Source: an optimization exercise on an open RTL-to-GDS flow (aim: small area and few clock cycles per item). Production flows keep margins and buffers that such runs may drop. Only simulation tests tie the RTL to the original design; equivalence was not proved.

== the reference run ==
==> flow/design.v (excerpt) <==
module rgb_to_hsi_convert #(
  parameter int unsigned HUE_FRAC_BITS = rhc_pkg::HUE_FRAC_DEF
) (
  input  logic        clk,
  input  logic        rst_n,
  input  logic        in_tvalid,
  output logic        in_tready,
  input  logic [23:0] in_tdata,    
  output logic        out_tvalid,
  input  logic        out_tready,
  output logic [47:0] out_tdata    
);
For scale: roughly 330 flip-flops, ~0.050 mm^2 of cells after synthesis.
make LEC_CHECK=0 ABC_AREA=1 CAP_MARGIN=10 CORE_MARGIN=2 CORE_UTILIZATION=70 CTS_BUF_LIST=sky130_fd_sc_hd__clkbuf_8 SLEW_MARGIN=10 finish   # period 12.5 ns
run.sh (not shown) runs the stock make flow with config.mk's settings and CLKGATE_MAP_FILE= SYNTH_SCRIPT=/design/flow/synth_recipe.tcl, a recipe that flattens the netlist after the stock synthesis.
Testbench counts of the reference run, summed over its fixed seeds: cycles 16,032, items 16,000.
[inputs] the trial run vs the reference run
Settings: swapping 70 for 80 in CORE_UTILIZATION; swapping 10 for 20 in SLEW_MARGIN; swapping 10 for 20 in CAP_MARGIN.
Notes after the runs:
The trial run -> stages 100% | layout checks FAIL | negative setup slack. Against the reference run, the trial run reports a number of setup violations in the final report that is higher. In the metrics for the reference run and the trial run, the one carrying the lower worst-case headroom to the max-slew limit is the trial run. Compared the trial run vs the reference run, and global routing met1 resource utilization is up in the trial run. Buffer and inverter count on the worst path ended up 1 higher on the trial run than on the reference run. The setup slack of the trial run is smaller than that of the reference run. The trial run against the reference run: total stage count of the critical path picked up an extra 34.

Starting RTL as in the previous note.
clock: 12.5 ns
lec_check: 0
abc_area: 1
cap_margin: 20
core_margin: 2
core_utilization: 55
slew_margin: 20
Testbench counts at the start, summed over its fixed seeds: cycles 16,032, items 16,000.
Next try:
--- a/flow/config.mk
+++ b/flow/config.mk
@@ -10,3 +10,4 @@
 export CORE_MARGIN = 2
 export CORE_UTILIZATION = 55
+export CTS_BUF_LIST = sky130_fd_sc_hd__clkbuf_4 sky130_fd_sc_hd__clkbuf_8
 export SLEW_MARGIN = 20
Effect: Setup slack is worse by 0.11 ns; sequential cell count is unchanged; wire length went up by 0.39%.

Starting RTL as in the previous note.
Settings: LEC_CHECK=0, ABC_AREA=1, CAP_MARGIN=20, CORE_MARGIN=2, CORE_UTILIZATION=65, CTS_BUF_LIST=sky130_fd_sc_hd__clkbuf_8, SLEW_MARGIN=20; clock period 12.5 ns.
The first run finished with timing, DRC and antenna clean.
Testbench counts at the start, summed over its fixed seeds: cycles 16,032, items 16,000.
Rerun with:
CAP_MARGIN = 0   (was 20)
CORE_UTILIZATION = 70   (was 65)
SLEW_MARGIN = 0   (was 20)
The changed run went through all stages and came out clean. Cell count went down by 1.4%. Worst setup slack hardly moves. Via count went up by 0.56%. Final area went down by 0.34%. Non-clock buffer count went down by 15.

rgb_to_hsi_convert again, from the RTL that the note above started with.
clock: 12.5 ns
lec_check: 0
abc_area: 1
cap_margin: 20
core_margin: 2
core_utilization: 55
cts_cluster_diameter: 60
cts_cluster_size: 30
slew_margin: 20
The first run finished with timing, DRC and antenna clean.
Testbench counts at the start, summed over its fixed seeds: cycles 16,032, items 16,000.
Next try:
CORE_UTILIZATION = 70   (was 55)
CTS_BUF_LIST = sky130_fd_sc_hd__clkbuf_8   (was default)
CTS_CLUSTER_DIAMETER = default   (was 60)
CTS_CLUSTER_SIZE = default   (was 30)
GPL_TIMING_DRIVEN = 0   (was default)
The new run produced a layout that fails on negative setup slack.
Count of clock-buffer cells in the layout rose by 13.
Wire length barely changes.
Design area rose by 0.97%.
Utilization rose by 17 points.
Final cell count fell by 1.5%.
Synthesized cell count does not change.
Next try:
==> flow/flow/run.sh (new file) <==
#!/bin/bash
# The standard layout (the standard.sh, standard synthesis unchanged), with ORFS's power
# recovery step enabled after global routing: repair_timing -recover_power downsizes gates
# on paths that keep positive slack. Each step's full output goes to its own log file here.
set -euo pipefail
export RECOVER_POWER=100
bash standard.sh synth > run_synth.log 2>&1
bash standard.sh finish > run_layout.log 2>&1
==> flow/standard.sh (new file) <==
#!/bin/bash
# synth_recipe.tcl (not shown) runs the flow's synth.tcl, then flattens the netlist and writes it again
# the make line also repeats each setting of config.mk as NAME=value (left out here)
make -C /OpenROAD-flow-scripts/flow DESIGN_CONFIG=/design/flow/config.mk WORK_HOME=/design/flow/orfs CLKGATE_MAP_FILE= SYNTH_SCRIPT=/design/flow/synth_recipe.tcl "${@:-finish}"
GPL_TIMING_DRIVEN = default   (was 0)
removed: flow/run.sh
Effect:
- The changed run went through all stages and came out clean
- global-route usage stays flat
- via count falls by 1.8%
- clock-buffer cell count does not change
Next try:
==> flow/run.sh (new file) <==
#!/bin/bash
# synth_recipe.tcl (not shown) runs the flow's synth.tcl, then flattens the netlist and writes it again
# the make line also repeats each setting of config.mk as NAME=value (left out here)
make -C /OpenROAD-flow-scripts/flow DESIGN_CONFIG=/design/flow/config.mk WORK_HOME=/design/flow/orfs CLKGATE_MAP_FILE= SYNTH_SCRIPT=/design/flow/synth_recipe.tcl finish
CORE_UTILIZATION = 40   (was 70)
CTS_BUF_LIST = default   (was sky130_fd_sc_hd__clkbuf_8)
removed: flow/flow/run.sh
removed: flow/standard.sh
Flip-flop and latch count stays the same. Via count goes down by 2.1%. Global-route usage goes down by 12 points. Die area goes up by 74%. Routed wire length goes up by 2.6%. Final area goes up by 2.8%. Fmax goes up by 1.1%. Clock-buffer cell count goes down by 10. Core utilization goes down by 31 points.

==> separate check: timing with driven ports <==
The flow's constraints put no driver on any port. The routed layouts listed below were extracted and timed again, unchanged, in two steps.
Step 1 (the two cells are an assumption about what drives the block):
set clk [get_ports {clk}]
set_driving_cell -lib_cell sky130_fd_sc_hd__clkbuf_16 $clk
set_driving_cell -lib_cell sky130_fd_sc_hd__buf_2 [delete_from_list [all_inputs] $clk]
Step 2 also shifts input and output timing later by t, the mid clock arrival at the registers, as if the neighbouring blocks saw the same clock.
Three values: ideal, step 1, step 2; two values: the first two.
run	t (ns)	slack for setup (ns)	hold WS [ns]	worst setup path at the end	worst register clock-pin slew, ns
the reference run	0.752	0.514 / 0.445 / 0.202	0.410 / 0.410 / 0.410	input to register	0.07 / 0.07
the trial run	0.736	-2.107 / -2.107 / -2.107	0.394 / 0.394 / 0.394	register to register	0.08 / 0.08
the first run of note 2	0.663	0.684 / 0.620 / 0.097	0.416 / 0.416 / 0.416	input to register	0.07 / 0.07
the second run of note 2	0.746	0.577 / 0.577 / 0.002	0.405 / 0.405 / 0.405	input to register	0.07 / 0.07
the first run of note 3	0.747	0.515 / 0.446 / 0.168	0.406 / 0.406 / 0.406	input to register	0.08 / 0.08
the second run of note 3	0.752	0.514 / 0.445 / 0.202	0.410 / 0.410 / 0.410	input to register	0.07 / 0.07
the first run of note 4	0.661	0.598 / 0.598 / 0.079	0.406 / 0.406 / 0.406	input to register	0.09 / 0.09
the second run of note 4	0.716	-0.009 / -0.009 / -0.162	0.402 / 0.402 / 0.402	input to register	0.08 / 0.08
the third run of note 4	0.752	0.515 / 0.446 / 0.203	0.410 / 0.410 / 0.410	input to register	0.07 / 0.07
the fourth run of note 4	0.677	0.647 / 0.571 / 0.103	0.412 / 0.412 / 0.412	input to register	0.07 / 0.07
For the first run of note 2, which loses most, drivers alone change the setup slack by -0.064 ns; drivers and shift together by -0.587 ns.
